Background: an optimization exercise with open tools, aiming at small area. Do not read the settings as production practice.
Only simulation tests tie the RTL to the original design; equivalence was not proved.
Power is estimated from default activity; no workload was simulated.

### design/flow/design.v
module regfile_multiport #(
    parameter int XLEN     = 32,
    parameter int NREGS    = 32,
    parameter int NRD      = 2,
    parameter bit ZERO_REG = 1'b1,
    parameter bit BYPASS   = 1'b1,
    localparam int AW      = $clog2(NREGS)
) (
    input  logic                clk,
    input  logic                rst,
    input  logic [NRD*AW-1:0]   raddr,
    output logic [NRD*XLEN-1:0] rdata,
    input  logic                we,
    input  logic [AW-1:0]       waddr,
    input  logic [XLEN-1:0]     wdata,
    input  logic                sb_set,
    input  logic [AW-1:0]       sb_addr,
    input  logic                sb_flush,
    output logic [NREGS-1:0]    busy,
    input  logic                dump_req,
    output logic                dump_valid,
    input  logic                dump_ready,
    output logic [AW-1:0]       dump_addr,
    output logic [XLEN-1:0]     dump_data,
    output logic                dump_last,
    output logic                dump_done
);
    localparam int            R0       = ZERO_REG ? 1 : 0;
    localparam logic [AW-1:0] LAST_IDX = AW'(NREGS - 1);
    logic [XLEN-1:0]  regs_n [NREGS];  
    logic [NREGS-1:0] wsel_n;          
    logic [NREGS-1:0] ssel_n;          
    logic [NREGS-1:0] ld;              
    logic [XLEN-1:0]  wd_n;            
    logic [XLEN-1:0]  wdata_n;
    logic             wr_en_n;         
    logic             rst_n;
    logic             wnz, wz4;
    rf_inv u_rstn (.a(rst), .y(rst_n));
    rf_or4  u_wz4 (.a(waddr[0]), .b(waddr[1]), .c(waddr[2]), .d(waddr[3]), .y(wz4));
    rf_or2  u_wnz (.a(wz4), .b(waddr[4]), .y(wnz));
    rf_nand2 u_wen (.a(we), .b(wnz), .y(wr_en_n));
    for (genvar b = 0; b < XLEN; b++) begin : g_wd
        rf_nand2 u_d (.a(wdata[b]), .b(rst_n), .y(wd_n[b]));
        rf_inv   u_n (.a(wdata[b]), .y(wdata_n[b]));
    end
    rf_dec32 #(.HAS_EN(1)) u_wdec (.a(waddr),   .en(we),     .sel_n(wsel_n));
    rf_dec32 #(.HAS_EN(1)) u_sdec (.a(sb_addr), .en(sb_set), .sel_n(ssel_n));
    if (ZERO_REG) begin : g_x0
        assign regs_n[0] = '1;
    end
    for (genvar r = R0; r < NREGS; r++) begin : g_reg
        logic [XLEN-1:0] q;
        rf_nand2 u_ld (.a(wsel_n[r]), .b(rst_n), .y(ld[r]));
        always_ff @(posedge clk) begin
            if (ld[r]) q <= wd_n;
        end
        assign regs_n[r] = q;
    end
    for (genvar p = 0; p < NRD; p++) begin : g_rd
        logic [AW-1:0]         a;
        logic                  hit_n;
        logic [NREGS-1:0]      sel_n, tsel_n;
        logic [NREGS*XLEN-1:0] din_n;
        logic [AW-1:0]         x;
        logic                  xa, xb;
        assign a = raddr[p*AW +: AW];
        for (genvar i = 0; i < AW; i++) begin : g_x
            rf_xor2 u (.a(a[i]), .b(waddr[i]), .y(x[i]));
        end
        rf_or3  u_xa (.a(x[0]), .b(x[1]), .c(x[2]), .y(xa));
        rf_or3  u_xb (.a(x[3]), .b(x[4]), .c(wr_en_n), .y(xb));
        if (BYPASS) begin : g_hit
            rf_or2 u_hitn (.a(xa), .b(xb), .y(hit_n));
        end else begin : g_nohit
            assign hit_n = 1'b1;
        end
        rf_dec32 #(.HAS_EN(1)) u_dec (.a(a), .en(hit_n), .sel_n(sel_n));
        always_comb begin
            tsel_n = sel_n;
            if (R0 == 1) tsel_n[0] = hit_n;
            for (int r = 0; r < NREGS; r++) din_n[r*XLEN +: XLEN] = regs_n[r];
            if (R0 == 1) din_n[0 +: XLEN] = wdata_n;
        end
        rf_oasel #(.XLEN(XLEN), .N(NREGS)) u_sel (
            .sel_n(tsel_n), .din_n(din_n), .dout(rdata[p*XLEN +: XLEN]));
    end
    logic [NREGS-1:0] busy_q, busy_d;
    logic             sb_clr;
    assign sb_clr = rst || sb_flush;
    for (genvar r = 0; r < NREGS; r++) begin : g_sb
        logic keep_n;
        rf_nand2 u_k (.a(busy_q[r]), .b(wsel_n[r]), .y(keep_n));
        rf_o22ai u_d (.a1(sb_clr), .a2(ssel_n[r]), .b1(sb_clr), .b2(keep_n), .y(busy_d[r]));
    end
    always_ff @(posedge clk) busy_q <= busy_d;
    always_comb begin
        busy = busy_q;
        if (ZERO_REG) busy[0] = 1'b0;
    end
    logic          run, done;
    logic [AW-1:0] idx;
    logic          at_last;
    assign at_last = idx == LAST_IDX;
    always_ff @(posedge clk) begin
        if (rst) begin
            run  <= 1'b0;
            done <= 1'b0;
            idx  <= '0;
        end else begin
            done <= run && dump_ready && at_last;
            if (run) begin
                if (dump_ready) begin
                    if (at_last) run <= 1'b0;
                    idx <= idx + 1'b1;
                end
            end else if (!done && dump_req) begin
                run <= 1'b1;
            end
        end
    end
    logic [NREGS-1:0]      dsel_n;
    logic [NREGS*XLEN-1:0] ddin_n;
    rf_dec32 #(.HAS_EN(0)) u_ddec (.a(idx), .en(1'b1), .sel_n(dsel_n));
    always_comb begin
        for (int r = 0; r < NREGS; r++) ddin_n[r*XLEN +: XLEN] = regs_n[r];
    end
    rf_oasel #(.XLEN(XLEN), .N(NREGS-R0)) u_dsel (
        .sel_n(dsel_n[NREGS-1:R0]), .din_n(ddin_n[NREGS*XLEN-1:R0*XLEN]), .dout(dump_data));
    assign dump_valid = run;
    assign dump_addr  = idx;
    assign dump_last  = run && at_last;
    assign dump_done  = done;
endmodule
module rf_dec32 #(
    parameter bit HAS_EN = 1'b1
) (
    input  logic [4:0]  a,
    input  logic        en,
    output logic [31:0] sel_n
);
    logic [4:0] a_n;
    logic [3:0] lo;
    logic [7:0] hi;
    for (genvar i = 0; i < 5; i++) begin : g_inv
        rf_inv u (.a(a[i]), .y(a_n[i]));
    end
    for (genvar k = 0; k < 4; k++) begin : g_lo
        if (HAS_EN) begin : g_en
            rf_and3 u (.a(en), .b(k[0] ? a[0] : a_n[0]), .c(k[1] ? a[1] : a_n[1]), .y(lo[k]));
        end else begin : g_noen
            rf_and2 u (.a(k[0] ? a[0] : a_n[0]), .b(k[1] ? a[1] : a_n[1]), .y(lo[k]));
        end
    end
    for (genvar k = 0; k < 8; k++) begin : g_hi
        rf_and3 u (.a(k[0] ? a[2] : a_n[2]), .b(k[1] ? a[3] : a_n[3]),
                   .c(k[2] ? a[4] : a_n[4]), .y(hi[k]));
    end
    for (genvar r = 0; r < 32; r++) begin : g_sel
        rf_nand2 u (.a(lo[r % 4]), .b(hi[r / 4]), .y(sel_n[r]));
    end
endmodule
module rf_oasel #(
    parameter int XLEN = 32,
    parameter int N    = 32
) (
    input  logic [N-1:0]      sel_n,
    input  logic [N*XLEN-1:0] din_n,
    output logic [XLEN-1:0]   dout
);
    localparam int NP = N / 2;
    localparam int H  = NP + N % 2;
    for (genvar b = 0; b < XLEN; b++) begin : g_bit
        logic [H-1:0] hi;
        for (genvar g = 0; g < NP; g++) begin : g_t2
            rf_o22ai u (.a1(sel_n[2*g]),   .a2(din_n[(2*g)*XLEN + b]),
                        .b1(sel_n[2*g+1]), .b2(din_n[(2*g+1)*XLEN + b]),
                        .y(hi[g]));
        end
        if (N % 2 == 1) begin : g_t1
            rf_nor2 u (.a(sel_n[N-1]), .b(din_n[(N-1)*XLEN + b]), .y(hi[NP]));
        end
        if (H == 16) begin : g_or16
            rf_or16 u (.a(hi), .y(dout[b]));
        end else begin : g_or
            assign dout[b] = |hi;
        end
    end
endmodule
module rf_or16 (input logic [15:0] a, output logic y);
    assign y = |a;
endmodule
module rf_o22ai (input logic a1, a2, b1, b2, output logic y);
    assign y = ~((a1 | a2) & (b1 | b2));
endmodule
module rf_nand2 (input logic a, b, output logic y);
    assign y = ~(a & b);
endmodule
module rf_nor2 (input logic a, b, output logic y);
    assign y = ~(a | b);
endmodule
module rf_inv (input logic a, output logic y);
    assign y = ~a;
endmodule
module rf_and2 (input logic a, b, output logic y);
    assign y = a & b;
endmodule
module rf_and3 (input logic a, b, c, output logic y);
    assign y = a & b & c;
endmodule
module rf_or2 (input logic a, b, output logic y);
    assign y = a | b;
endmodule
module rf_or3 (input logic a, b, c, output logic y);
    assign y = a | b | c;
endmodule
module rf_or4 (input logic a, b, c, d, output logic y);
    assign y = a | b | c | d;
endmodule
module rf_xor2 (input logic a, b, output logic y);
    assign y = a ^ b;
endmodule
### design/flow/flow/run.sh
#!/bin/bash
# Standard layout with two changes: the port buffers are buf_1 cells instead
# of the default delay cells, and clock tree synthesis uses sky130_fd_sc_hd__clkbuf_8 with
# bounded sink clusters and no dummy loads. Each ORFS step keeps its own log
# under orfs/logs/; the make output goes to flow_make.log here.
set -euo pipefail
bash standard.sh \
  "BUFFER_PORTS_ARGS=-buffer_cell sky130_fd_sc_hd__buf_1" \
  "CTS_ARGS=-sink_clustering_enable -repair_clock_nets -dont_use_dummy_load -buf_list sky130_fd_sc_hd__clkbuf_8 -sink_clustering_size 20 -sink_clustering_max_diameter 60" \
  finish > flow_make.log 2>&1
### design/flow/standard.sh
#!/bin/bash
# synth_recipe.tcl (not shown) runs the flow's synth.tcl, then flattens the netlist and writes it again
# the make line also repeats each setting of config.mk as NAME=value (left out here)
make -C /OpenROAD-flow-scripts/flow DESIGN_CONFIG=/design/flow/config.mk WORK_HOME=/design/flow/orfs CLKGATE_MAP_FILE= SYNTH_SCRIPT=/design/flow/synth_recipe.tcl "${@:-finish}"
### design/flow/config.mk
export PLATFORM = sky130hd
export DESIGN_NAME = regfile_multiport
export DESIGN_NICKNAME = regfile_multiport
export VERILOG_FILES = /design/flow/design.v
export SDC_FILE = /design/flow/constraint.sdc
export NUM_CORES = 4
export LEC_CHECK = 0
export CAP_MARGIN = 20
export CORE_MARGIN = 2
export CORE_UTILIZATION = 40
export PLACE_DENSITY = 0.45
export SLEW_MARGIN = 20
export SYNTH_HIERARCHICAL = 1
### design/flow/constraint.sdc
create_clock -name core_clock -period 6.5 [get_ports {clk}]
set_input_delay 1.3000 -clock core_clock [delete_from_list [all_inputs] [get_ports {clk}]]
set_output_delay 1.3000 -clock core_clock [all_outputs]
set_load 0.01 [all_outputs]
==> flow_summary.ini, run 1 <==
[run_status]
run_status = complete, but fails checks
check.faults = negative setup slack

[setup_path]
worstSetupPathType = primary input to primary output
cp_max_fo = 12
worst_setup_path_start_kind = primary input
arrival_ps = 5350
critical_path_required_ps = 5200
crit_path_end_kind = primary output

[cells_and_area]
syn_to_final_growth_pct = 15.2
nFillCells = 9968
nNetsFinal = 4052
mostFrequentLayoutCells = o22ai_1, edfxtp_1, nor4_1, buf_1, buf_4
postLayoutCellArea_sq_mm = 0.0520
final_util_pct = 46.3
drive_gt1_share_pct = 11.0
final_common_cell = o22ai_1

[logic_synthesis]
synth_nets = 3552
syn_inst = 3491
syn_area_sq_mm = 0.0451
avgSynthCellArea_sq_um = 12.9
ys_warn_count = 8

[grt]
grt_pass1_vias = 43800
track_usage_pct = 48.5
grt_pass1_wl_microns = 380000
antenna_found_initial = 11
grt_remaining_overflow = 0
grt_max_degree = 63

[clock_tree]
h-tree-depth = 3
post_cts_buffers = 0
cts_max_path_buffers = 3
postCtsHoldBufs = 0
path_clk_slew_ps = 70
cts_sinks = 1030
cts-buffers-inserted = 100
cts_root_buf = clkbuf_8
clk_latency_ps = 800
cts_tree = done

[pwr]
finalPower_w = 0.0135
p_seq_share_pct = 62.8
internal_power_w = 0.00959
power_leakage_nw = 16.7
vdd_drop_max_uv = 152
comb_power_share_pct = 10.1
swShare_pct = 28.9
power_density_mw_per_mm2 = 260
p_sw_w = 0.00390
power_frac_clock_pct = 27.1

[min_path]
hold_class = register to register

[timing]
slew_viol_final = 0
finalClockSkew_ps = 6.49
period_share_pct = 102
slew_headroom_pct = 12.2
setup_viol = 2
period_minus_slack_ps = 6650
hold_violations = 0
rsz0062_at_grt = false
layout_setup_ws_ps = -153
max_freq_mhz = 150
worstMarginPinSlew_ps = 1310

[placed_design]
dp_slack_ps = 177
port_buffers = 193
place_area_sq_mm = 0.0505
gp_congestion = 1.05
dp.final_hpwl_microns = 166000

[routing]
ant_nets = 0
drt_iter0_drc = 11100
drt_wl_total_microns = 291000
wl_per_cell_microns = 52.8
drc_errors = 0
viasPerCell = 8.63
dr.pass1.iters = 22
vias = 47500

[floorplan]
die_h_microns = 340
fp.coreArea_sq_mm = 0.112
initial_core_util_pct = 40.2
rows = 123
die_x_microns = 340
die-area_sq_mm = 0.115
boundaryPins = 195

[flow_run]
maxCapViolCount = 0
registers in the layout (all words and copies together) (netlist names):
name and cells:
g.q 992, busy_q 31, run 1, done 1, idx 5
power by group through the flow:
stage | logic (W) | clock network (W) | registers [W]
after global routing | 0.00134 | 0.00385 | 0.00850
after global placement | 0.00126 | 0 | 0.00859
after floorplan | 0.000566 | 0 | 0.00834
after detailed placement | 0.00127 | 0 | 0.00856
after CTS | 0.00127 | 0.00363 | 0.00843
final | 0.00137 | 0.00366 | 0.00847
layout make-up:
class,count,area (sq um),area share [%]
antenna,17,42.5,0.0819
clock buffer,100,1380,2.65
inverter,59,224,0.431
multi-input combinational,2400,14900,28.6
sequential,1030,30500,58.8
tap,1500,1880,3.61
timing repair buffer,400,3020,5.80
worst paths after layout:
kind	cells after the start	to	slack (ps)	startpoint
worst max-delay path	13	rdata[34]	-150	waddr[3]
worst min-delay path	2	busy_q[28]	490	busy_q[28]
worst max register to register	5	run	5020	idx[0]
worst min register to register	2	busy_q[28]	490	busy_q[28]
metrics by stage:
| step | TNS (ps) | cells | hold slack [ps] |
|---|---|---|---|
| 2_1_floorplan | 0 | 3491 | 501 |
| 3_3_place_gp | 0 | 5389 | 472 |
| 3_5_place_dp | 0 | 5389 | 472 |
| 4_1_cts | 0 | 5489 | 487 |
| 5_1_grt | 0 | 5490 | 505 |
| 6_report | -244 | 5506 | 485 |
timing repair:
action | 4_1_cts | 5_1_grt
endpoints found under the hold margin | 0 | 0
gates resized for setup | 0 | 1
endpoints found under the setup margin | 0 | 1
routing by layer:
metal | vias up | global-route usage [%] | part of all wire, %
met5 | - | 0.408 | 0.028
met4 | 10 | 31.5 | 9.0
met3 | 1875 | 25.0 | 18
met2 | 6285 | 65.4 | 39
met1 | 22700 | 60.6 | 34
li1 | 16700 | - | -
critical path: stages:
cell,delay [ps]
buf_1,330
or4_1,180
or2_1,100
nand2_1,50
or3_1,290
or2_2,410
and3_1,400
nand2_2,230
buf_4,330
o22ai_1,280
nor4_1,870
nand4_1,330
buf_1,220
==> inputs of run 2 (changes only) <==
--- a/design/flow/config.mk
+++ b/design/flow/config.mk
@@ -7,7 +7,9 @@
 export LEC_CHECK = 0
 export CAP_MARGIN = 20
+export CELL_PAD_IN_SITES_DETAIL_PLACEMENT = 1
+export CELL_PAD_IN_SITES_GLOBAL_PLACEMENT = 1
 export CORE_MARGIN = 2
 export CORE_UTILIZATION = 40
-export PLACE_DENSITY = 0.45
+export PLACE_DENSITY = 0.5
 export SLEW_MARGIN = 20
 export SYNTH_HIERARCHICAL = 1
==> flow_summary.ini, run 2 <==
[setup_path]
crit_path_end_kind = primary output
worst_setup_path_start_kind = primary input
worst_r2r_startpoint = idx[0]
crit_path_frequent_cell = buf_1
cp_cell_sequence = buf_1, or4_1, or2_1, nand2_1, or3_1, or2_2, and3_1, nand2_2, buf_4, o22ai_1, nor4_1, nand4_1, buf_1
cp_slowest_stage_delay_ps = 580
cp_max_fo = 11
cp_slowest_cell = nand2_2
critical_path.startpoint = waddr[3]
timing.rr.end = run
critical_path_required_ps = 5200
r2r_slack_ps = 5020
worstSetupPathType = primary input to primary output
cp_top_family = simple AND/OR/NAND/NOR gates
critPathBufInv = 3
rr_worst_depth = 5
arrival_ps = 5070

[routing]
drt_wl_total_microns = 282000
dr.pass1.iters = 7
wl_per_cell_microns = 51.1
drc_errors = 0
viasPerCell = 8.36
drt_iter0_drc = 8538
vias = 46100
ant_nets = 0

[placed_design]
post-place-cells = 5402
gp_congestion = 1.01
dp_slack_ps = 341
dp.final_hpwl_microns = 168000
port_buffers = 193

[timing]
setup_viol = 0
setup_tns_ps = 0
max_freq_mhz = 157
worstMarginPinSlew_ps = 1240
period_share_pct = 97.9
finalClockSkew_ps = 8.13
period_minus_slack_ps = 6370
hold_violations = 0
rsz0062_at_grt = false
slew_headroom_pct = 17.0
layout_setup_ws_ps = 134
slew_viol_final = 0

[cells_and_area]
nNetsFinal = 4069
mostFrequentLayoutCells = o22ai_1, edfxtp_1, nor4_1, buf_1, buf_4
largest_register_ffs = 992
reg.largest.list = g.q (992), busy_q (31), idx (5)
fin_cells = 5517
syn_to_final_growth_pct = 14.8
drive_gt1_share_pct = 11.4
nFillCells = 11600
final_common_cell = o22ai_1
regMostFlops = g.q

[min_path]
hold_path_depth = 2
whs_endpoint = busy_q[2]
min_from = busy_q[2]
hold_class = register to register

[grt]
antenna_found_initial = 12
grt_remaining_overflow = 0
track_usage_pct = 47.2
grt_pass1_vias = 45100
grt_max_degree = 63
grt_pass1_wl_microns = 374000

[clock_tree]
cts_tree = done
postCtsHoldBufs = 0
ctsResizeCount = 0
h-tree-depth = 3
cts_sinks = 1030
post_cts_buffers = 0
cts_max_path_buffers = 3
cts_root_buf = clkbuf_8
path_clk_slew_ps = 70
cts-buffers-inserted = 104
clk_latency_ps = 820

[pwr]
vdd_drop_max_uv = 175
power_density_mw_per_mm2 = 260
power_leakage_nw = 16.4

[run_status]
run_status = timing/DRC/antenna clean

[logic_synthesis]
ys_warn_count = 8
syn_area_sq_mm = 0.0451
syn_inst = 3491
avgSynthCellArea_sq_um = 12.9
synth_nets = 3552

[floorplan]
die-area_sq_mm = 0.115
die_h_microns = 340
rows = 123
initial_core_util_pct = 40.2
die_x_microns = 340
fp.coreArea_sq_mm = 0.112
boundaryPins = 195

[flow_run]
maxCapViolCount = 0
-- run 2: how the worst max path moves through the flow --
stage                 to  depth (start not counted)
6_report       rdata[17]                         13
2_1_floorplan   rdata[0]                         10
4_1_cts        rdata[17]                         13
3_3_place_gp   rdata[12]                         14
3_5_place_dp   rdata[17]                         13
5_1_grt        rdata[44]                         14
-- run 2: metal layers --
metal	share of wire [%]	vias up	global-route usage (%)
met4	8.2	8	31.5
met2	41	5028	66.7
met1	35	23000	59.7
met3	16	1376	18.4
li1	-	16700	-
met5	0.019	-	0.490
-- run 2: power by group --
part	switching [W]	leakage, nW	internal (W)
combinational	0.00102	5.52	0.000312
sequential	0.000509	10.2	0.00792
clock	0.00230	0.748	0.00141
-- run 2: layout make-up --
type	count	area (sq um)	share of cell area (%)
Antenna cell	11	27.5	0.0532
Clock buffer	104	1430	2.76
Inverter	59	224	0.432
Multi-Input combinational cell	2400	14800	28.6
Sequential cell	1030	30500	59.0
Tap cell	1500	1880	3.62
Timing Repair Buffer	413	2890	5.58
-- run 2: tightest hold or removal path, delay by kind of cell (launching register included) --
family	cells	cell delay [ps]
flops	1	310
compound gates	1	70
simple gates	1	60
-- run 2: metrics by stage --
stage                     total power (W)  cell area, sq um  utilization [%]  hold WS [ps]
after floorplan                   0.00891             45100                -           501
after global placement            0.00976             50300             44.9           474
after detailed placement          0.00980             50300             44.9           474
after CTS                          0.0133             51800             46.1           487
after global routing               0.0137             51800             46.1           510
final                              0.0135             51800             46.2           488
==> inputs of run 3 (changes only) <==
--- a/design/flow/design.v
+++ b/design/flow/design.v
@@ -34,11 +34,12 @@
     logic [XLEN-1:0]  wd_n;            
     logic [XLEN-1:0]  wdata_n;
-    logic             wr_en_n;         
+    logic             we_n;
+    logic             wz;              
     logic             rst_n;
-    logic             wnz, wz4;
+    logic             wz4;
     rf_inv u_rstn (.a(rst), .y(rst_n));
+    rf_inv u_wen (.a(we), .y(we_n));
     rf_or4  u_wz4 (.a(waddr[0]), .b(waddr[1]), .c(waddr[2]), .d(waddr[3]), .y(wz4));
-    rf_or2  u_wnz (.a(wz4), .b(waddr[4]), .y(wnz));
-    rf_nand2 u_wen (.a(we), .b(wnz), .y(wr_en_n));
+    rf_nor2 u_wz  (.a(wz4), .b(waddr[4]), .y(wz));
     for (genvar b = 0; b < XLEN; b++) begin : g_wd
         rf_nand2 u_d (.a(wdata[b]), .b(rst_n), .y(wd_n[b]));
@@ -60,5 +61,5 @@
     for (genvar p = 0; p < NRD; p++) begin : g_rd
         logic [AW-1:0]         a;
-        logic                  hit_n;
+        logic                  hit_n, match_n;
         logic [NREGS-1:0]      sel_n, tsel_n;
         logic [NREGS*XLEN-1:0] din_n;
@@ -70,11 +71,13 @@
         end
         rf_or3  u_xa (.a(x[0]), .b(x[1]), .c(x[2]), .y(xa));
-        rf_or3  u_xb (.a(x[3]), .b(x[4]), .c(wr_en_n), .y(xb));
+        rf_or3  u_xb (.a(x[3]), .b(x[4]), .c(we_n), .y(xb));
         if (BYPASS) begin : g_hit
-            rf_or2 u_hitn (.a(xa), .b(xb), .y(hit_n));
+            rf_or2 u_mn (.a(xa), .b(xb), .y(match_n));
+            rf_or2 u_hn (.a(match_n), .b(wz), .y(hit_n));
         end else begin : g_nohit
-            assign hit_n = 1'b1;
-        end
-        rf_dec32 #(.HAS_EN(1)) u_dec (.a(a), .en(hit_n), .sel_n(sel_n));
+            assign match_n = 1'b1;
+            assign hit_n   = 1'b1;
+        end
+        rf_dec32 #(.HAS_EN(1)) u_dec (.a(a), .en(match_n), .sel_n(sel_n));
         always_comb begin
             tsel_n = sel_n;
--- a/design/flow/flow/run.sh
+++ b/design/flow/flow/run.sh
@@ -7,4 +7,4 @@
 bash standard.sh \
   "BUFFER_PORTS_ARGS=-buffer_cell sky130_fd_sc_hd__buf_1" \
-  "CTS_ARGS=-sink_clustering_enable -repair_clock_nets -dont_use_dummy_load -buf_list sky130_fd_sc_hd__clkbuf_8 -sink_clustering_size 20 -sink_clustering_max_diameter 60" \
+  "CTS_ARGS=-sink_clustering_enable -repair_clock_nets -dont_use_dummy_load -buf_list sky130_fd_sc_hd__clkbuf_8 -sink_clustering_size 16 -sink_clustering_max_diameter 80" \
   finish > flow_make.log 2>&1
==> flow_summary.ini, run 3 <==
[run_status]
run_status = timing/DRC/antenna clean

[setup_path]
critical_path_required_ps = 5200
crit_path_end_kind = primary output
arrival_ps = 4890
r2r_slack_ps = 4960
timing.rr.end = run
cp_max_fo = 11
worst_r2r_startpoint = idx[1]
worstSetupPathType = primary input to primary output
worst_setup_path_start_kind = primary input
rr_worst_depth = 5
critical_path.startpoint = waddr[4]

[clock_tree]
postCtsHoldBufs = 0
path_clk_slew_ps = 80
cts_tree = done
h-tree-depth = 3
cts-buffers-inserted = 76
cts_max_path_buffers = 3
cts_root_buf = clkbuf_8
cts_sinks = 1030
ctsResizeCount = 0
clk_latency_ps = 780
post_cts_buffers = 0

[floorplan]
die_h_microns = 340
fp.coreArea_sq_mm = 0.112
die-area_sq_mm = 0.116
boundaryPins = 195
die_x_microns = 340
initial_core_util_pct = 40.2
rows = 123

[timing]
period_minus_slack_ps = 6190
slew_headroom_pct = 13.0
setup_viol = 0
slew_viol_final = 0
finalClockSkew_ps = 9.88
setup_tns_ps = 0
max_freq_mhz = 162
rsz0062_at_grt = false
worstMarginPinSlew_ps = 1300
period_share_pct = 95.2
layout_setup_ws_ps = 312
hold_violations = 0

[logic_synthesis]
avgSynthCellArea_sq_um = 12.9
synth_nets = 3554
syn_area_sq_mm = 0.0451
syn_inst = 3493
ys_warn_count = 8

[grt]
grt_max_degree = 63
use_met2_pct = 69.0
grt_remaining_overflow = 0
grt.busiest_layer = met2
antenna_found_initial = 9
grt_pass1_wl_microns = 373000
grt_pass1_vias = 44800
track_usage_pct = 47.0
met3_usage_pct = 19.1
use_met1_pct = 55.4

[cells_and_area]
reg.largest.list = g.q (992), busy_q (31), idx (5)
regMostFlops = g.q
nNetsFinal = 4016
postLayoutCellArea_sq_mm = 0.0514
drive_gt1_share_pct = 10.1
syn_to_final_growth_pct = 14.0
mostFrequentLayoutCells = o22ai_1, edfxtp_1, nor4_1, buf_1, buf_4
largest_register_ffs = 992
nFillCells = 11500
final_common_cell = o22ai_1

[placed_design]
dp_slack_ps = 492
place_area_sq_mm = 0.0503
port_buffers = 193
dp.final_hpwl_microns = 168000
gp_congestion = 1.02

[min_path]
hold_path_depth = 2
whs_endpoint = busy_q[13]
hold_class = register to register
min_from = busy_q[13]

[flow_run]
maxCapViolCount = 0

[routing]
wl_per_cell_microns = 51.4
drc_errors = 0
drt_iter0_drc = 7971
drt_wl_total_microns = 281000
ant_nets = 0
vias = 45900
viasPerCell = 8.41
dr.pass1.iters = 10

[pwr]
power_density_mw_per_mm2 = 254
finalPower_w = 0.0131
vdd_drop_max_uv = 185
power_leakage_nw = 16.2
[run 3: stage by stage]
stage / std cells / utilization [%] / hold WS [ps]
detailed placement: 5372 / 44.8 / 471
global placement: 5372 / 44.8 / 468
floorplan: 3493 / - / 501
CTS: 5448 / 45.7 / 488
global route: 5455 / 45.8 / 510
finish: 5461 / 45.8 / 486
[run 3: how the worst max path moves through the flow]
stage	endpoint	slack [ps]
after floorplan	rdata[0]	1780
after global placement	rdata[36]	500
after detailed placement	rdata[36]	490
after CTS	rdata[36]	480
after global routing	rdata[56]	190
final	rdata[56]	310
[run 3: power by group]
part | internal [W] | switching (W)
combinational | 0.000310 | 0.00102
clock | 0.00105 | 0.00224
sequential | 0.00791 | 0.000524
[run 3: worst max-delay path: stages]
cell and delay (ps):
buf_1 280, xor2_1 110, or3_1 400, or2_1 310, and3_1 360, nand2_2 370, buf_4 370, o22ai_1 120
nor4_1 710, nand4_1 340, buf_1 220
[run 3: per-layer routing]
layer	part of all wire, %	up-vias
met5	0.10	-
met3	15	1684
met1	34	22600
met4	9.3	24
li1	-	16600
met2	42	4982
[run 3: final cells by class]
cell class / instances / area [sq um] / share of cell area (%)
multi-input combinational: 2401 / 14800 / 28.8
inverter: 60 / 228 / 0.443
sequential: 1030 / 30500 / 59.4
antenna: 8 / 20.0 / 0.0389
clock buffer: 76 / 1050 / 2.03
tap: 1500 / 1880 / 3.65
timing repair buffer: 386 / 2900 / 5.63
==> inputs of run 4 (changes only) <==
--- a/design/flow/design.v
+++ b/design/flow/design.v
@@ -34,10 +34,8 @@
     logic [XLEN-1:0]  wd_n;            
     logic [XLEN-1:0]  wdata_n;
-    logic             we_n;
     logic             wz;              
     logic             rst_n;
     logic             wz4;
     rf_inv u_rstn (.a(rst), .y(rst_n));
-    rf_inv u_wen (.a(we), .y(we_n));
     rf_or4  u_wz4 (.a(waddr[0]), .b(waddr[1]), .c(waddr[2]), .d(waddr[3]), .y(wz4));
     rf_nor2 u_wz  (.a(wz4), .b(waddr[4]), .y(wz));
@@ -46,6 +44,6 @@
         rf_inv   u_n (.a(wdata[b]), .y(wdata_n[b]));
     end
-    rf_dec32 #(.HAS_EN(1)) u_wdec (.a(waddr),   .en(we),     .sel_n(wsel_n));
-    rf_dec32 #(.HAS_EN(1)) u_sdec (.a(sb_addr), .en(sb_set), .sel_n(ssel_n));
+    rf_dec32 #(.HAS_EN(1)) u_wdec (.a(waddr),   .en(we),     .mask_n({32{1'b1}}), .sel_n(wsel_n));
+    rf_dec32 #(.HAS_EN(1)) u_sdec (.a(sb_addr), .en(sb_set), .mask_n({32{1'b1}}), .sel_n(ssel_n));
     if (ZERO_REG) begin : g_x0
         assign regs_n[0] = '1;
@@ -64,20 +62,20 @@
         logic [NREGS-1:0]      sel_n, tsel_n;
         logic [NREGS*XLEN-1:0] din_n;
-        logic [AW-1:0]         x;
-        logic                  xa, xb;
+        logic [AW-1:0]         xn;
+        logic                  ea, eb;
         assign a = raddr[p*AW +: AW];
         for (genvar i = 0; i < AW; i++) begin : g_x
-            rf_xor2 u (.a(a[i]), .b(waddr[i]), .y(x[i]));
-        end
-        rf_or3  u_xa (.a(x[0]), .b(x[1]), .c(x[2]), .y(xa));
-        rf_or3  u_xb (.a(x[3]), .b(x[4]), .c(we_n), .y(xb));
+            rf_xnor2 u (.a(a[i]), .b(waddr[i]), .y(xn[i]));
+        end
         if (BYPASS) begin : g_hit
-            rf_or2 u_mn (.a(xa), .b(xb), .y(match_n));
-            rf_or2 u_hn (.a(match_n), .b(wz), .y(hit_n));
+            rf_and3  u_ea (.a(xn[0]), .b(xn[1]), .c(xn[2]), .y(ea));
+            rf_and3  u_eb (.a(xn[3]), .b(xn[4]), .c(we), .y(eb));
+            rf_nand2 u_mn (.a(ea), .b(eb), .y(match_n));
+            rf_or2   u_hn (.a(match_n), .b(wz), .y(hit_n));
         end else begin : g_nohit
-            assign match_n = 1'b1;
-            assign hit_n   = 1'b1;
-        end
-        rf_dec32 #(.HAS_EN(1)) u_dec (.a(a), .en(match_n), .sel_n(sel_n));
+            assign hit_n = 1'b1;
+        end
+        rf_dec32 #(.HAS_EN(0), .MASK(BYPASS)) u_dec (
+            .a(a), .en(1'b1), .mask_n(wsel_n), .sel_n(sel_n));
         always_comb begin
             tsel_n = sel_n;
@@ -125,5 +123,5 @@
     logic [NREGS-1:0]      dsel_n;
     logic [NREGS*XLEN-1:0] ddin_n;
-    rf_dec32 #(.HAS_EN(0)) u_ddec (.a(idx), .en(1'b1), .sel_n(dsel_n));
+    rf_dec32 #(.HAS_EN(0)) u_ddec (.a(idx), .en(1'b1), .mask_n({32{1'b1}}), .sel_n(dsel_n));
     always_comb begin
         for (int r = 0; r < NREGS; r++) ddin_n[r*XLEN +: XLEN] = regs_n[r];
@@ -137,8 +135,10 @@
 endmodule
 module rf_dec32 #(
-    parameter bit HAS_EN = 1'b1
+    parameter bit HAS_EN = 1'b1,
+    parameter bit MASK   = 1'b0      
 ) (
     input  logic [4:0]  a,
     input  logic        en,
+    input  logic [31:0] mask_n,
     output logic [31:0] sel_n
 );
@@ -161,5 +161,9 @@
     end
     for (genvar r = 0; r < 32; r++) begin : g_sel
-        rf_nand2 u (.a(lo[r % 4]), .b(hi[r / 4]), .y(sel_n[r]));
+        if (MASK) begin : g_m
+            rf_nand3 u (.a(lo[r % 4]), .b(hi[r / 4]), .c(mask_n[r]), .y(sel_n[r]));
+        end else begin : g_n
+            rf_nand2 u (.a(lo[r % 4]), .b(hi[r / 4]), .y(sel_n[r]));
+        end
     end
 endmodule
@@ -200,4 +204,7 @@
     assign y = ~(a & b);
 endmodule
+module rf_nand3 (input logic a, b, c, output logic y);
+    assign y = ~(a & b & c);
+endmodule
 module rf_nor2 (input logic a, b, output logic y);
     assign y = ~(a | b);
@@ -221,5 +228,5 @@
     assign y = a | b | c | d;
 endmodule
-module rf_xor2 (input logic a, b, output logic y);
-    assign y = a ^ b;
-endmodule
+module rf_xnor2 (input logic a, b, output logic y);
+    assign y = ~(a ^ b);
+endmodule
==> flow_summary.ini, run 4 <==
[placed_design]
gp_congestion = 1.00
port_buffers = 193
dp.final_hpwl_microns = 170000

[clock_tree]
cts-buffers-inserted = 75
clk_latency_ps = 760
cts_tree = done
path_clk_slew_ps = 100
cts_sinks = 1030
post_cts_buffers = 0
cts_max_path_buffers = 3
h-tree-depth = 3
postCtsHoldBufs = 0
cts_root_buf = clkbuf_8
ctsResizeCount = 0

[timing]
max_freq_mhz = 165
finalClockSkew_ps = 1.70
setup_viol = 0
period_minus_slack_ps = 6050
slew_viol_final = 0
hold_violations = 0
worstMarginPinSlew_ps = 1190
slew_headroom_pct = 21.0
period_share_pct = 93.1
setup_tns_ps = 0
rsz0062_at_grt = false

[cells_and_area]
reg.largest.list = g.q (992), busy_q (31), idx (5)
largest_register_ffs = 992
syn_to_final_growth_pct = 13.2
drive_gt1_share_pct = 9.87
final_common_cell = o22ai_1
mostFrequentLayoutCells = o22ai_1, edfxtp_1, nor4_1, buf_1, buf_4
final_util_pct = 45.5
nNetsFinal = 4003
nFillCells = 11600
regMostFlops = g.q

[grt]
grt_max_degree = 63
use_met1_pct = 58.9
track_usage_pct = 46.1
grt_pass1_vias = 45100
antenna_found_initial = 13
grt_remaining_overflow = 0
met3_usage_pct = 17.9
grt_pass1_wl_microns = 371000
grt.busiest_layer = met2
use_met2_pct = 66.0

[routing]
drt_wl_total_microns = 275000
dr.pass1.iters = 14
viasPerCell = 8.43
vias = 45900
ant_nets = 0
wl_per_cell_microns = 50.5
drt_iter0_drc = 8648
drc_errors = 0

[floorplan]
boundaryPins = 195
die_x_microns = 340
die_h_microns = 340
rows = 123
die-area_sq_mm = 0.116
fp.coreArea_sq_mm = 0.112
initial_core_util_pct = 40.2

[run_status]
run_status = timing/DRC/antenna clean

[setup_path]
worst_setup_path_start_kind = primary input
arrival_ps = 4750
crit_path_end_kind = primary output
cp_max_fo = 20
critical_path_required_ps = 5200
worstSetupPathType = primary input to primary output

[min_path]
hold_class = register to register

[pwr]
swShare_pct = 28.7
power_leakage_nw = 15.9
power_frac_clock_pct = 25.1
vdd_drop_max_uv = 164
p_seq_share_pct = 64.9
comb_power_share_pct = 10.0
p_sw_w = 0.00373
power_density_mw_per_mm2 = 254
internal_power_w = 0.00926

[flow_run]
maxCapViolCount = 0

[logic_synthesis]
syn_inst = 3492
avgSynthCellArea_sq_um = 12.9
syn_area_sq_mm = 0.0452
synth_nets = 3553
ys_warn_count = 8
[run 4: layer usage]
metal	vias up	wire length [microns]
li1	16600	-
met1	23100	98500
met2	4913	114000
met3	1292	42500
met4	18	20200
met5	-	256
[run 4: path summary, 6_finish.rpt]
check	startpoint	endpoint	slack [ps]	cells after the start
hold / removal	busy_q[3]	busy_q[3]	490	2
hold reg to reg	busy_q[3]	busy_q[3]	490	2
setup reg to reg	idx[0]	run	5010	5
setup / recovery	waddr[0]	rdata[18]	450	9
[run 4: cell type report]
| type | instances | area [sq um] | area share (%) |
|---|---|---|---|
| antenna | 7 | 17.5 | 0.0342 |
| tap | 1500 | 1880 | 3.67 |
| sequential | 1030 | 30500 | 59.7 |
| timing repair buffer | 375 | 2440 | 4.76 |
| inverter | 59 | 224 | 0.438 |
| multi-input combinational | 2401 | 15000 | 29.4 |
| clock buffer | 75 | 1030 | 2.02 |
[run 4: critical path, cell delays in order]
cell	delay (ps)
buf_1	320
and3_1	410
nand2_1	280
nand3_2	720
buf_4	310
o22ai_1	90
nor4_1	830
nand4_1	270
buf_1	200
[run 4: through the flow]
step           cells  area (sq um)  total power [W]  hold WS (ps)  setup slack [ps]
2_1_floorplan   3492         45200          0.00891           502              2120
3_3_place_gp    5362         50000          0.00973           474               757
3_5_place_dp    5362         50000          0.00978           473               652
4_1_cts         5437         51100           0.0129           491               655
5_1_grt         5441         51100           0.0132           511               405
6_report        5447         51200           0.0130           486               446
[run 4: power groups by stage]
| stage | logic (W) | registers, W | clock network [W] |
|---|---|---|---|
| CTS | 0.00123 | 0.00840 | 0.00325 |
| detailed placement | 0.00123 | 0.00855 | 0 |
| global placement | 0.00121 | 0.00852 | 0 |
| global route | 0.00131 | 0.00848 | 0.00345 |
| finish | 0.00131 | 0.00843 | 0.00326 |
| floorplan | 0.000566 | 0.00834 | 0 |
==> inputs of run 5 (changes only) <==
--- a/design/flow/config.mk
+++ b/design/flow/config.mk
@@ -10,6 +10,6 @@
 export CELL_PAD_IN_SITES_GLOBAL_PLACEMENT = 1
 export CORE_MARGIN = 2
-export CORE_UTILIZATION = 40
-export PLACE_DENSITY = 0.5
+export CORE_UTILIZATION = 45
+export PLACE_DENSITY = 0.56
 export SLEW_MARGIN = 20
 export SYNTH_HIERARCHICAL = 1
==> flow_summary.ini, run 5 <==
[run_status]
run_status = timing/DRC/antenna clean

[logic_synthesis]
syn_area_sq_mm = 0.0452
avgSynthCellArea_sq_um = 12.9
synth_nets = 3553
syn_inst = 3492
ys_warn_count = 8

[timing]
setup_tns_ps = 0
max_freq_mhz = 159
slew_headroom_pct = 11.6
worstMarginPinSlew_ps = 1320
finalClockSkew_ps = 9.73
slew_viol_final = 0
rsz0062_at_grt = false
layout_setup_ws_ps = 228
period_share_pct = 96.5
hold_violations = 0
period_minus_slack_ps = 6270
setup_viol = 0

[min_path]
whs_endpoint = busy_q[7]
min_from = busy_q[7]
hold_class = register to register
hold_path_depth = 2

[cells_and_area]
final_util_pct = 51.0
nNetsFinal = 4018
regMostFlops = g.q
drive_gt1_share_pct = 10.2
reg.largest.list = g.q (992), busy_q (31), idx (5)
final_common_cell = o22ai_1
largest_register_ffs = 992
syn_to_final_growth_pct = 12.6
mostFrequentLayoutCells = o22ai_1, edfxtp_1, nor4_1, buf_1, buf_4

[setup_path]
worst_setup_path_start_kind = primary input
cp_slowest_cell = nor4_1
crit_path_end_kind = primary output
rr_worst_depth = 5
crit_path_frequent_cell = buf_1
critical_path_required_ps = 5200
r2r_slack_ps = 4970
cp_cell_sequence = buf_1, and3_1, nand2_1, nand3_2, buf_4, o22ai_1, nor4_1, nand4_1, buf_1
worst_r2r_startpoint = idx[0]
arrival_ps = 4970
critical_path.startpoint = waddr[0]
cp_slowest_stage_delay_ps = 1060
worstSetupPathType = primary input to primary output
cp_max_fo = 14
timing.rr.end = run

[placed_design]
gp_congestion = 1.04
dp_slack_ps = 730
dp.final_hpwl_microns = 174000
port_buffers = 193

[clock_tree]
cts_sinks = 1030
postCtsHoldBufs = 0
cts_max_path_buffers = 3
cts-buffers-inserted = 76
path_clk_slew_ps = 100
post_cts_buffers = 0
clk_latency_ps = 800
ctsResizeCount = 0
h-tree-depth = 3
cts_root_buf = clkbuf_8
cts_tree = done

[routing]
dr.pass1.iters = 9
vias = 47100
drt_wl_total_microns = 277000
drt_iter0_drc = 10100
drc_errors = 0
viasPerCell = 8.95
wl_per_cell_microns = 52.7
ant_nets = 0

[floorplan]
fp.coreArea_sq_mm = 0.0999
boundaryPins = 195
die_h_microns = 321
initial_core_util_pct = 45.3
die-area_sq_mm = 0.103
rows = 116
die_x_microns = 321

[grt]
use_met1_pct = 64.1
grt_remaining_overflow = 0
use_met2_pct = 73.2
grt_pass1_vias = 45000
antenna_found_initial = 16
grt_max_degree = 63
met3_usage_pct = 24.9
track_usage_pct = 52.6
grt.busiest_layer = met2
grt_pass1_wl_microns = 371000

[pwr]
power_leakage_nw = 15.9
finalPower_w = 0.0130
vdd_drop_max_uv = 171
power_density_mw_per_mm2 = 256

[flow_run]
maxCapViolCount = 0
[run 5: cell types whose count changed in the layout (fill, tap and decap cells not counted)]
cell,previous run,this run
buf_12,27,19
buf_16,0,1
buf_4,154,176
buf_8,1,0
clkbuf_8,75,76
diode_2,7,10
nand2_1,127,128
nand2_2,42,44
nand2_4,23,20
nand3_2,59,62
nand3_4,3,0
[run 5: power by group]
group | internal [W] | leakage [nW] | total (W) | switching, W
sequential | 0.00791 | 10.2 | 0.00846 | 0.000546
clock | 0.00105 | 0.547 | 0.00325 | 0.00220
combinational | 0.000303 | 5.24 | 0.00133 | 0.00103
total | 0.00927 | 15.9 | 0.0130 | 0.00378
[run 5: layout make-up]
cell class	count	area [sq um]
Antenna cell	10	25.0
Clock buffer	76	1050
Fill cell	10200	49000
Inverter	59	224
Multi-Input combinational cell	2401	15000
Sequential cell	1030	30500
Tap cell	1298	1620
Timing Repair Buffer	389	2450
[run 5: per-stage QoR]
| stage | std cells | hold slack (ps) | cell area (sq um) |
|---|---|---|---|
| 2_1_floorplan | 3492 | 502 | 45200 |
| 3_3_place_gp | 5175 | 471 | 49800 |
| 3_5_place_dp | 5175 | 478 | 49800 |
| 4_1_cts | 5251 | 492 | 50800 |
| 5_1_grt | 5257 | 510 | 50900 |
| 6_report | 5263 | 493 | 50900 |
[run 5: metal layers]
metal,vias to the layer above,routed length [microns]
met2,5746,111000
li1,16600,-
met1,23000,90900
met4,16,25400
met5,-,240
met3,1766,49600
[run 5: how the worst max path moves through the flow]
stage                      endpoint  slack [ps]  depth (start not counted)
after floorplan            rdata[0]        2120                          6
after global placement     rdata[8]         670                          9
final                     rdata[25]         230                          9
after global routing      rdata[25]         420                          9
after CTS                  rdata[8]         730                          9
after detailed placement   rdata[8]         730                          9
[run 5: worst max-delay path, delay by kind of cell]
| kind | cells | cell delay [ps] |
|---|---|---|
| AO/OA/AOI/OAI | 1 | 130 |
| buffers and inverters | 3 | 850 |
| AND/OR/NAND/NOR | 5 | 2670 |

## afterwards: timing with drivers on the ports
How much do the figures lean on ideal ports? The routed layouts below were timed once more, with nothing changed but the port constraints. Step 1, drivers: a clkbuf_16 drives clk and a buf_2 each remaining input, both assumed. Step 2 times the ports against the registers' clock, not the clock port: input delays grow and output delays shrink by t, the midpoint of the rising clock arrivals with the driver on. a / b / c = no drivers / after step 1 / after step 2; a / b = the first two.
run | t, ns | setup slack, ns | hold WS [ns]
run 1 | 0.893 | -0.153 / -0.195 / -0.195 | 0.485 / 0.485 / 0.485
run 2 | 0.889 | 0.134 / 0.106 / 0.106 | 0.488 / 0.488 / 0.488
run 3 | 0.870 | 0.312 / 0.261 / 0.261 | 0.486 / 0.486 / 0.486
run 4 | 0.857 | 0.446 / 0.410 / 0.410 | 0.486 / 0.486 / 0.486
run 5 | 0.875 | 0.228 / 0.204 / 0.204 | 0.493 / 0.493 / 0.493
For run 3, which loses most, drivers alone change the setup slack by -0.051 ns; drivers and shift together by -0.051 ns.
